Source: an optimization exercise on an open RTL-to-GDS flow (aim: small area, a short achievable clock period and few clock cycles per item). Production flows keep margins and buffers that such runs may drop.
Where RTL was checked, it was by simulation tests only, not by an equivalence proof against the original.

==> inputs of 10-11 <==
==> flow/design.v <==
package inv_salsa20_core_pkg;
  typedef logic [31:0] word_t;
  localparam int ROT_A = 18;
  localparam int ROT_D = 13;
  localparam int ROT_C = 9;
  localparam int ROT_B = 7;
  localparam logic [63:0] ROW_IDX = {4'd14, 4'd13, 4'd12, 4'd15, 4'd9, 4'd8, 4'd11, 4'd10,
                                          4'd4, 4'd7, 4'd6, 4'd5, 4'd3, 4'd2, 4'd1, 4'd0};
  localparam logic [63:0] COL_IDX = {4'd11, 4'd7, 4'd3, 4'd15, 4'd6, 4'd2, 4'd14, 4'd10,
                                          4'd1, 4'd13, 4'd9, 4'd5, 4'd12, 4'd8, 4'd4, 4'd0};
  function automatic [3:0] row_idx(input integer j);
    row_idx = ROW_IDX[4*j +: 4];
  endfunction
  function automatic [3:0] col_idx(input integer j);
    col_idx = COL_IDX[4*j +: 4];
  endfunction
  function automatic [31:0] rotl(input [31:0] x, input integer n);
    rotl = (x << n) | (x >> (32 - n));
  endfunction
endpackage
module add32
(
  input  logic [31:0] i_x,
  input  logic [31:0] i_y,
  output logic [31:0] o_s
);
  assign o_s = i_x + i_y;
endmodule
module inv_qr_lo
(
  input  logic [31:0] i_a,
  input  logic [31:0] i_b,
  input  logic [31:0] i_c,
  input  logic [31:0] i_d,
  output logic [31:0] o_a,
  output logic [31:0] o_d
);
  logic [31:0] w_sa, w_sd;
  add32 u_sa (.i_x(i_d), .i_y(i_c), .o_s(w_sa));
  add32 u_sd (.i_x(i_c), .i_y(i_b), .o_s(w_sd));
  assign o_a = i_a ^ inv_salsa20_core_pkg::rotl(w_sa, inv_salsa20_core_pkg::ROT_A);
  assign o_d = i_d ^ inv_salsa20_core_pkg::rotl(w_sd, inv_salsa20_core_pkg::ROT_D);
endmodule
module inv_qr_hi
(
  input  logic        i_en,
  input  logic [31:0] i_a,
  input  logic [31:0] i_b,
  input  logic [31:0] i_c,
  input  logic [31:0] i_d,
  output logic [31:0] o_b,
  output logic [31:0] o_c
);
  logic [31:0] w_sc, w_sb, w_ac, w_ab;
  add32 u_sc (.i_x(i_b), .i_y(i_a), .o_s(w_ac));
  add32 u_sb (.i_x(i_a), .i_y(i_d), .o_s(w_ab));
  assign w_sc = w_ac & {32{i_en}};
  assign w_sb = w_ab & {32{i_en}};
  assign o_c = i_c ^ inv_salsa20_core_pkg::rotl(w_sc, inv_salsa20_core_pkg::ROT_C);
  assign o_b = i_b ^ inv_salsa20_core_pkg::rotl(w_sb, inv_salsa20_core_pkg::ROT_B);
endmodule
module inv_salsa20_core
#(
  parameter int ROUNDS = 20
) (
  input  logic         clk,
  input  logic         rst_n,
  input  logic         in_valid,
  output logic         in_ready,
  input  logic [511:0] data_in,
  output logic         out_valid,
  input  logic         out_ready,
  output logic [511:0] data_out,
  output logic         busy
);
  logic [15:0][31:0] r_s0, r_s1;
  logic [15:0][31:0] w_q0, w_lo, w_q1, w_hi, w_din;
  logic [4:0]        r_c0, r_c1;
  logic              r_v0, r_d0, r_v1, r_raw1, r_rdy;
  logic              w_adv, w_load;
  always_comb begin
    for (int j = 0; j < 16; j++)
      w_q0[j] = r_s0[inv_salsa20_core_pkg::row_idx(j)];
  end
  for (genvar g = 0; g < 4; g++) begin : g_lo
    inv_qr_lo u_lo (
      .i_a(w_q0[4*g+0]), .i_b(w_q0[4*g+1]), .i_c(w_q0[4*g+2]), .i_d(w_q0[4*g+3]),
      .o_a(w_lo[4*g+0]), .o_d(w_lo[4*g+3])
    );
    assign w_lo[4*g+1] = w_q0[4*g+1];
    assign w_lo[4*g+2] = w_q0[4*g+2];
  end
  for (genvar g = 0; g < 4; g++) begin : g_hi
    inv_qr_hi u_hi (
      .i_en(!r_raw1),
      .i_a(r_s1[4*g+0]), .i_b(r_s1[4*g+1]), .i_c(r_s1[4*g+2]), .i_d(r_s1[4*g+3]),
      .o_b(w_hi[4*g+1]), .o_c(w_hi[4*g+2])
    );
    assign w_hi[4*g+0] = r_s1[4*g+0];
    assign w_hi[4*g+3] = r_s1[4*g+3];
  end
  always_comb begin
    for (int j = 0; j < 16; j++) begin
      w_q1[4*(inv_salsa20_core_pkg::row_idx(j) % 4) + inv_salsa20_core_pkg::row_idx(j) / 4] = w_hi[j];
      w_din[j] = data_in[32*(4*(inv_salsa20_core_pkg::row_idx(j) % 4) + inv_salsa20_core_pkg::row_idx(j) / 4) +: 32];
    end
  end
  assign w_adv  = !r_d0 || out_ready;
  assign w_load = r_rdy && in_valid;
  always_ff @(posedge clk or negedge rst_n) begin
    if (!rst_n) begin
      r_v0   <= 1'b0;
      r_d0   <= 1'b0;
      r_c0   <= '0;
      r_v1   <= 1'b0;
      r_raw1 <= 1'b0;
      r_c1   <= '0;
      r_rdy  <= 1'b1;
    end else begin
      if (w_adv) begin
        r_v0 <= r_v1;
        r_c0 <= r_raw1 ? 5'd0 : r_c1 + 5'd1;
        r_d0 <= r_v1 && !r_raw1 && (r_c1 == 5'(ROUNDS - 1));
      end
      if (w_load) begin
        r_v1   <= 1'b1;
        r_raw1 <= 1'b1;
      end else if (w_adv) begin
        r_v1   <= r_v0 && !r_d0;
        r_raw1 <= 1'b0;
        r_c1   <= r_c0;
      end else if (r_rdy) begin
        r_v1   <= 1'b0;
      end
      if (w_adv) r_rdy <= !r_v1 || (r_v1 && !r_raw1 && (r_c1 == 5'(ROUNDS - 1)) && !(w_load || (r_v0 && !r_d0)));
      else       r_rdy <= !(w_load || r_v1);
    end
  end
  always_ff @(posedge clk) begin
    if (w_adv) r_s0 <= w_q1;
    if (r_rdy) r_s1 <= w_din;
    else if (w_adv) r_s1 <= w_lo;
  end
  assign in_ready  = r_rdy;
  assign out_valid = r_d0;
  assign data_out  = r_s0;
  assign busy      = (r_v0 && !r_d0) || r_v1;
endmodule
==> flow/flow/run.sh <==
#!/bin/bash
set -euo pipefail
export BUFFER_PORTS_ARGS="-buffer_cell sky130_fd_sc_hd__buf_2"
export SETUP_SLACK_MARGIN=${FLOW_SETUP_MARGIN:-7.2}
bash standard.sh > standard_make.log 2>&1
==> flow/standard.sh <==
#!/bin/bash
# synth_recipe.tcl (not shown) runs the flow's synth.tcl, then flattens the netlist and writes it again
# the make line also repeats each setting of config.mk as NAME=value (left out here)
make -C /OpenROAD-flow-scripts/flow DESIGN_CONFIG=/design/flow/config.mk WORK_HOME=/design/flow/orfs CLKGATE_MAP_FILE= SYNTH_SCRIPT=/design/flow/synth_recipe.tcl "${@:-finish}"
==> flow/config.mk <==
export PLATFORM = sky130hd
export DESIGN_NAME = inv_salsa20_core
export DESIGN_NICKNAME = inv_salsa20_core
export VERILOG_FILES = /design/flow/design.v
export SDC_FILE = /design/flow/constraint.sdc
export NUM_CORES = 4
export LEC_CHECK = 0
export CAP_MARGIN = 20
export CORE_MARGIN = 2
export CORE_UTILIZATION = 40
export SLEW_MARGIN = 20
export SYNTH_HIERARCHICAL = 1
export SYNTH_MINIMUM_KEEP_SIZE = 0
==> flow/constraint.sdc <==
create_clock -name core_clock -period 11.0 [get_ports {clk}]
set_input_delay 2.2000 -clock core_clock [delete_from_list [all_inputs] [get_ports {clk}]]
set_output_delay 2.2000 -clock core_clock [all_outputs]
set_load 0.01 [all_outputs]
==> inputs of 03-27, as changes to 10-11 <==
--- a/flow/design.v
+++ b/flow/design.v
@@ -18,13 +18,22 @@
     rotl = (x << n) | (x >> (32 - n));
   endfunction
+  function automatic [31:0] add(input [31:0] x, input [31:0] y);
+    logic [31:0] g, p, gn, pn;
+    g = x & y;
+    p = x ^ y;
+    for (int s = 1; s < 32; s = s * 2) begin
+      gn = g;
+      pn = p;
+      for (int i = 0; i < 32; i++)
+        if ((i & s) != 0) begin
+          gn[i] = g[i] | (p[i] & g[(i & ~(s - 1)) - 1]);
+          pn[i] = p[i] & p[(i & ~(s - 1)) - 1];
+        end
+      g = gn;
+      p = pn;
+    end
+    add = (x ^ y) ^ {g[30:0], 1'b0};
+  endfunction
 endpackage
-module add32
-(
-  input  logic [31:0] i_x,
-  input  logic [31:0] i_y,
-  output logic [31:0] o_s
-);
-  assign o_s = i_x + i_y;
-endmodule
 module inv_qr_lo
 (
@@ -36,9 +45,6 @@
   output logic [31:0] o_d
 );
-  logic [31:0] w_sa, w_sd;
-  add32 u_sa (.i_x(i_d), .i_y(i_c), .o_s(w_sa));
-  add32 u_sd (.i_x(i_c), .i_y(i_b), .o_s(w_sd));
-  assign o_a = i_a ^ inv_salsa20_core_pkg::rotl(w_sa, inv_salsa20_core_pkg::ROT_A);
-  assign o_d = i_d ^ inv_salsa20_core_pkg::rotl(w_sd, inv_salsa20_core_pkg::ROT_D);
+  assign o_a = i_a ^ inv_salsa20_core_pkg::rotl(inv_salsa20_core_pkg::add(i_d, i_c), inv_salsa20_core_pkg::ROT_A);
+  assign o_d = i_d ^ inv_salsa20_core_pkg::rotl(inv_salsa20_core_pkg::add(i_c, i_b), inv_salsa20_core_pkg::ROT_D);
 endmodule
 module inv_qr_hi
@@ -52,9 +58,7 @@
   output logic [31:0] o_c
 );
-  logic [31:0] w_sc, w_sb, w_ac, w_ab;
-  add32 u_sc (.i_x(i_b), .i_y(i_a), .o_s(w_ac));
-  add32 u_sb (.i_x(i_a), .i_y(i_d), .o_s(w_ab));
-  assign w_sc = w_ac & {32{i_en}};
-  assign w_sb = w_ab & {32{i_en}};
+  logic [31:0] w_sc, w_sb;
+  assign w_sc = inv_salsa20_core_pkg::add(i_b, i_a) & {32{i_en}};
+  assign w_sb = inv_salsa20_core_pkg::add(i_a, i_d) & {32{i_en}};
   assign o_c = i_c ^ inv_salsa20_core_pkg::rotl(w_sc, inv_salsa20_core_pkg::ROT_C);
   assign o_b = i_b ^ inv_salsa20_core_pkg::rotl(w_sb, inv_salsa20_core_pkg::ROT_B);
@@ -77,5 +81,7 @@
   logic [15:0][31:0] w_q0, w_lo, w_q1, w_hi, w_din;
   logic [4:0]        r_c0, r_c1;
-  logic              r_v0, r_d0, r_v1, r_raw1, r_rdy;
+  logic              r_v0, r_d0, r_v1, r_raw1, r_rdy, r_busy;
+  logic [4:0]        n_c0, n_c1;
+  logic              n_v0, n_d0, n_v1, n_raw1, n_rdy, n_busy;
   logic              w_adv, w_load;
   always_comb begin
@@ -108,4 +114,29 @@
   assign w_adv  = !r_d0 || out_ready;
   assign w_load = r_rdy && in_valid;
+  always_comb begin
+    n_v0   = r_v0;
+    n_d0   = r_d0;
+    n_c0   = r_c0;
+    n_v1   = r_v1;
+    n_raw1 = r_raw1;
+    n_c1   = r_c1;
+    if (w_adv) begin
+      n_v0 = r_v1;
+      n_c0 = r_raw1 ? 5'd0 : r_c1 + 5'd1;
+      n_d0 = r_v1 && !r_raw1 && (r_c1 == 5'(ROUNDS - 1));
+    end
+    if (w_load) begin
+      n_v1   = 1'b1;
+      n_raw1 = 1'b1;
+    end else if (w_adv) begin
+      n_v1   = r_v0 && !r_d0;
+      n_raw1 = 1'b0;
+      n_c1   = r_c0;
+    end else if (r_rdy) begin
+      n_v1   = 1'b0;
+    end
+    n_rdy  = !n_v0 || (n_d0 && !n_v1);
+    n_busy = (n_v0 && !n_d0) || n_v1;
+  end
   always_ff @(posedge clk or negedge rst_n) begin
     if (!rst_n) begin
@@ -117,22 +148,14 @@
       r_c1   <= '0;
       r_rdy  <= 1'b1;
+      r_busy <= 1'b0;
     end else begin
-      if (w_adv) begin
-        r_v0 <= r_v1;
-        r_c0 <= r_raw1 ? 5'd0 : r_c1 + 5'd1;
-        r_d0 <= r_v1 && !r_raw1 && (r_c1 == 5'(ROUNDS - 1));
-      end
-      if (w_load) begin
-        r_v1   <= 1'b1;
-        r_raw1 <= 1'b1;
-      end else if (w_adv) begin
-        r_v1   <= r_v0 && !r_d0;
-        r_raw1 <= 1'b0;
-        r_c1   <= r_c0;
-      end else if (r_rdy) begin
-        r_v1   <= 1'b0;
-      end
-      if (w_adv) r_rdy <= !r_v1 || (r_v1 && !r_raw1 && (r_c1 == 5'(ROUNDS - 1)) && !(w_load || (r_v0 && !r_d0)));
-      else       r_rdy <= !(w_load || r_v1);
+      r_v0   <= n_v0;
+      r_d0   <= n_d0;
+      r_c0   <= n_c0;
+      r_v1   <= n_v1;
+      r_raw1 <= n_raw1;
+      r_c1   <= n_c1;
+      r_rdy  <= n_rdy;
+      r_busy <= n_busy;
     end
   end
@@ -145,4 +168,4 @@
   assign out_valid = r_d0;
   assign data_out  = r_s0;
-  assign busy      = (r_v0 && !r_d0) || r_v1;
+  assign busy      = r_busy;
 endmodule
- SYNTH_HIERARCHICAL: 1 -> default
- SYNTH_MINIMUM_KEEP_SIZE: 0 -> default
==> flow_metrics.env <==
export IMPL_status="no timing/DRC/antenna violations"
export IMPL_clkSinkCount=1040
export IMPL_global_route_usage_met3=0.0966
export IMPL_placeableCoreArea_um2=154000
export IMPL_timing_hold_worst_start="r_s1[257]"
export IMPL_routabilityCongestion=1.03
export IMPL_finalWorstSetupSlack_ns=7.16
export IMPL_multi_input_area_share=0.391
export IMPL_grt_pass1_vias=46532
export IMPL_dp_cells=7931
export IMPL_multi_input_area_um2=30500
export IMPL_cts_reportedPaths_clkPinSlew_ns=0.06
export IMPL_max_freq_ghz=0.261
export IMPL_drt_wl_total_um=334000
(the above is from 03-27)
==> flow_metrics.env <==
export IMPL_drt_wl_total_um=400000
export IMPL_global_route_usage_met3=0.0776
export IMPL_status="no timing/DRC/antenna violations"
export IMPL_clkSinkCount=1039
export IMPL_finalWorstSetupSlack_ns=7.06
export IMPL_timing_hold_worst_start="r_s1[352]"
export IMPL_multi_input_area_um2=39900
export IMPL_routabilityCongestion=1.03
(the above is from 10-11)
Testbench counts of 03-27, summed over its fixed seeds: cycles 8,264, items 384.
No functional check of the RTL was part of 10-11.

==> afterwards: timing with drivers on the ports <==
In the flow no input, the clock included, has a driving cell. The finished layouts below were timed again as built, in two steps.
Step 1, drivers: a clkbuf_16 drives clk and a buf_2 each remaining input, both assumed.
Step 2 moves the port delays by t, midway between the first and last clock arrival at a register: inputs arrive t later, outputs are due t later. That takes back most of the time a late clock gives input paths.
a / b / c = ideal ports / drivers / drivers and shift; a / b = the first two.
run | t, ns | setup slack, ns | worst data-port slew with drivers (ns) | pins driven straight from the clock port
10-11 | 0.893 | 7.058 / 6.967 / 6.407 | 0.32 | 1
03-27 | 0.843 | 7.163 / 7.068 / 6.497 | 0.18 | 1
After both steps every run listed still meets setup and hold. The setup slack of 03-27, which loses most, moves by -0.095 ns with the drivers and by -0.666 ns with both steps.
